Background: an optimization exercise with open tools, aiming at small area and a short achievable clock period. Do not read the settings as production practice. The RTL was checked by simulation tests, not by an equivalence proof against the original design. No activity file was given, so power comes from the tool's default toggle rates.

== rev 12 ==
==> flow/design.v (excerpt) <==
module tlb_sv32_plru #(
  parameter int unsigned TLB_ENTRIES = 16,
  parameter int unsigned ASID_WIDTH  = 9
) (
  input  logic                  clk_i,
  input  logic                  rst_i,
  input  logic                  flush_i,
  input  logic [ASID_WIDTH-1:0] asid_to_be_flushed_i,
  input  logic [31:0]           vaddr_to_be_flushed_i,
  input  logic                  update_valid_i,
  input  logic                  update_is_4M_i,
  input  logic                  update_global_i,
  input  logic [19:0]           update_vpn_i,
  input  logic [ASID_WIDTH-1:0] update_asid_i,
  input  logic [31:0]           update_content_i,
  input  logic                  lu_access_i,
  input  logic [ASID_WIDTH-1:0] lu_asid_i,
  input  logic [31:0]           lu_vaddr_i,
  output logic                  lu_hit_o,
  output logic                  lu_is_4M_o,
  output logic [31:0]           lu_content_o,
  output logic [31:0]           hit_count_o,
  output logic [31:0]           miss_count_o,
  output logic                  full_o
);
  localparam int unsigned N     = TLB_ENTRIES;
  localparam int unsigned IDX_W = (N > 1) ? $clog2(N) : 1;
  localparam int unsigned NODES = N - 1;
  function automatic logic [N-1:0] lowest_oh(input logic [N-1:0] v);
    logic [N-1:0] r;
    logic         seen;
    seen = 1'b0;
    for (int i = 0; i < int'(N); i++) begin
      r[i] = v[i] & ~seen;
      seen = seen | v[i];
    end
    lowest_oh = r;
  endfunction
  function automatic logic [N-1:0] plru_victim_oh(input logic [NODES-1:0] tree);
    logic [N-1:0] r;
    int unsigned  node;
    logic         on;
    for (int e = 0; e < int'(N); e++) begin
      node = 32'd0;
      on   = 1'b1;
      for (int l = 0; l < int'(IDX_W); l++) begin
        if (e[IDX_W-1-l]) begin
          on   = on & tree[node];
          node = 32'd2 * node + 32'd2;
        end else begin
          on   = on & ~tree[node];
          node = 32'd2 * node + 32'd1;
  ...
For scale: ~3900 cells after synthesis, ~250 I/O pins, ~52000 um^2 of cells after synthesis.
clock: 8.5 ns
lec_check: 0
cap_margin: 20
core_margin: 2
core_utilization: 40
setup_slack_margin: 2.0
slew_margin: 20
run.sh (not shown) runs the stock make flow with config.mk's settings and CLKGATE_MAP_FILE= SYNTH_SCRIPT=/design/flow/synth_recipe.tcl, a recipe that flattens the netlist after the stock synthesis.
Rev 12 | status: complete | timing, DRC, antenna: pass
Input-level comparison between rev 13 and rev 12:
==> flow/flow/run.sh (new file) <==
#!/bin/bash
# Standard ORFS layout with three changes: port buffers are plain buf_2 cells,
# the resizer may swap cells across footprints, and non-critical cells are
# downsized after global routing. Each tool's output goes to a log file here.
set -euo pipefail
bash standard.sh \
  "BUFFER_PORTS_ARGS=-buffer_cell sky130_fd_sc_hd__buf_2" \
  MATCH_CELL_FOOTPRINT=0 \
  RECOVER_POWER=100 \
  finish > make_finish.log 2>&1
cp -r orfs/logs/sky130hd/tlb_sv32_plru/base orfs_logs 2>/dev/null || true
==> flow/standard.sh (new file) <==
#!/bin/bash
# synth_recipe.tcl (not shown) runs the flow's synth.tcl, then flattens the netlist and writes it again
# the make line also repeats each setting of config.mk as NAME=value (left out here)
make -C /OpenROAD-flow-scripts/flow DESIGN_CONFIG=/design/flow/config.mk WORK_HOME=/design/flow/orfs CLKGATE_MAP_FILE= SYNTH_SCRIPT=/design/flow/synth_recipe.tcl "${@:-finish}"
removed: flow/run.sh
==> comparison <==
No crash in rev 13: every stage finished, but the layout fails its final checks due to max-capacitance violations, max-slew violations. Summary — post-cts sizing count, rev 13 relative to rev 12: lower, by about 60%. After detailed routing, rev 12 needs more wire than rev 13. Compared with rev 12, rev 13 shows a lower number of global-route vias before repair. Where final worst slack is concerned, rev 12 is better than rev 13. The run showing the smaller clock-buffer cell count is rev 13. Per the comparison of rev 13 with rev 12, number of failing hold endpoints at the final stage shows no meaningful change, maximum frequency shows a reduction of about 13%, synthesis-to-layout area growth shows a reduction of 7.4 points, final-layout fill cell count shows an increase of 4.0%.

---

tlb_sv32_plru again, from the RTL that the note above started with.
==> flow/config.mk <==
export PLATFORM = sky130hd
export DESIGN_NAME = tlb_sv32_plru
export DESIGN_NICKNAME = tlb_sv32_plru
export VERILOG_FILES = /design/flow/design.v
export SDC_FILE = /design/flow/constraint.sdc
export NUM_CORES = 4
export LEC_CHECK = 0
export CAP_MARGIN = 20
export CORE_MARGIN = 2
export CORE_UTILIZATION = 40
export CTS_CLUSTER_DIAMETER = 60
export CTS_CLUSTER_SIZE = 20
export SETUP_SLACK_MARGIN = 2.0
export SLEW_MARGIN = 20
==> flow/constraint.sdc <==
create_clock -name core_clock -period 8.5 [get_ports {clk_i}]
set_input_delay 1.7000 -clock core_clock [delete_from_list [all_inputs] [get_ports {clk_i}]]
set_output_delay 1.7000 -clock core_clock [all_outputs]
set_load 0.01 [all_outputs]
standard.sh (not shown) runs the stock make flow with config.mk's settings and CLKGATE_MAP_FILE= SYNTH_SCRIPT=/design/flow/synth_recipe.tcl, a recipe that flattens the netlist after the stock synthesis.
==> flow/flow/run.sh <==
#!/bin/bash
# Standard ORFS layout with two changes: port buffers are plain buf_2 cells,
# and the resizer may swap cells across footprints. Each tool's output goes to a log file here.
set -euo pipefail
bash standard.sh \
  "BUFFER_PORTS_ARGS=-buffer_cell sky130_fd_sc_hd__buf_2" \
  MATCH_CELL_FOOTPRINT=0 \
  finish > make_finish.log 2>&1
cp -r orfs/logs/sky130hd/tlb_sv32_plru/base orfs_logs 2>/dev/null || true
The baseline finished clean.
Rerun with:
==> flow/run.sh (new file) <==
#!/bin/bash
# synth_recipe.tcl (not shown) runs the flow's synth.tcl, then flattens the netlist and writes it again
# the make line also repeats each setting of config.mk as NAME=value (left out here)
make -C /OpenROAD-flow-scripts/flow DESIGN_CONFIG=/design/flow/config.mk WORK_HOME=/design/flow/orfs CLKGATE_MAP_FILE= SYNTH_SCRIPT=/design/flow/synth_recipe.tcl finish
- CTS_CLUSTER_DIAMETER: 60 -> not set
- CTS_CLUSTER_SIZE: 20 -> not set
- SETUP_SLACK_MARGIN: 2.0 -> 3.0
removed: flow/flow/run.sh
removed: flow/standard.sh
- register-to-register slack gets better by 0.19 ns
- hold slack hardly moves
- total power climbs by about 1.8%
- critical path depth climbs by 2
- sequential power stays flat
- die area is unchanged
- setup slack gets better by 0.061 ns
- final cell count climbs by about 6%
Rerun with:
- CTS_BUF_LIST: not set -> sky130_fd_sc_hd__clkbuf_4 sky130_fd_sc_hd__clkbuf_8
- SETUP_SLACK_MARGIN: 3.0 -> 2.0
What happened: Core utilization drops by 2.3 points; non-clock buffer count decreases by 166; first-iteration DRC count rises by a few percent; wire length is lower slightly; worst setup slack loses 0.059 ns; via count decreases slightly.
Rerun with:
==> flow/flow/run.sh (new file) <==
#!/bin/bash
# Standard ORFS layout with two changes: port buffers are plain buf_2 cells,
# and the resizer may swap cells across footprints. Each tool's output goes to a log file here.
set -euo pipefail
bash standard.sh \
  "BUFFER_PORTS_ARGS=-buffer_cell sky130_fd_sc_hd__buf_2" \
  MATCH_CELL_FOOTPRINT=0 \
  finish > make_finish.log 2>&1
cp -r orfs/logs/sky130hd/tlb_sv32_plru/base orfs_logs 2>/dev/null || true
==> flow/standard.sh (new file) <==
#!/bin/bash
# synth_recipe.tcl (not shown) runs the flow's synth.tcl, then flattens the netlist and writes it again
# the make line also repeats each setting of config.mk as NAME=value (left out here)
make -C /OpenROAD-flow-scripts/flow DESIGN_CONFIG=/design/flow/config.mk WORK_HOME=/design/flow/orfs CLKGATE_MAP_FILE= SYNTH_SCRIPT=/design/flow/synth_recipe.tcl "${@:-finish}"
- CTS_BUF_LIST: sky130_fd_sc_hd__clkbuf_4 sky130_fd_sc_hd__clkbuf_8 -> not set
- SETUP_SLACK_MARGIN: 2.0 -> 1.5
removed: flow/run.sh
Result: Worst setup slack is worse by 0.46 ns; clock skew rose by 0.020 ns; first-iteration DRC count fell by about 14%; die area does not change; combinational power fell by 13%; routed wire length fell by about 9%; clock-buffer cell count fell by 113.

re-timing with driven ports:
The flow's constraints put no driver on any port. The routed layouts listed below were extracted and timed again, unchanged, in two steps. Step 1 sets driving cells, clkbuf_16 on the clock port and buf_2 on the other inputs (assumed; they add their load-dependent delay and slew). Step 2 times the ports against the registers' clock, not the clock port: input delays grow and output delays shrink by t, the midpoint of the rising clock arrivals with the driver on. a / b / c = ideal ports / drivers / drivers and shift; a / b = the first two.
run	t, ns	setup WS [ns]	worst hold slack (ns)	latest minus earliest clock arrival (ns)	slew violations
rev 12	0.826	1.983 / 1.898 / 1.492	0.488 / 0.488 / 0.488	0.080 / 0.080	0 / 0
rev 13	0.837	1.036 / 1.010 / 0.237	0.490 / 0.490 / 0.490	0.092 / 0.092	212 / 230
the first run of note 2	0.816	2.000 / 1.942 / 1.445	0.489 / 0.489 / 0.489	0.096 / 0.095	0 / 0
the second run of note 2	0.824	2.061 / 1.989 / 1.989	0.486 / 0.486 / 0.486	0.037 / 0.036	0 / 0
the third run of note 2	1.015	2.002 / 1.979 / 1.416	0.489 / 0.489 / 0.489	0.078 / 0.078	0 / 0
the fourth run of note 2	0.836	1.545 / 1.499 / 1.140	0.486 / 0.486 / 0.486	0.097 / 0.098	0 / 0
The drivers bring new slew violations in rev 13. The setup slack of rev 13, which loses most, moves by -0.026 ns with the drivers and by -0.799 ns with both steps.
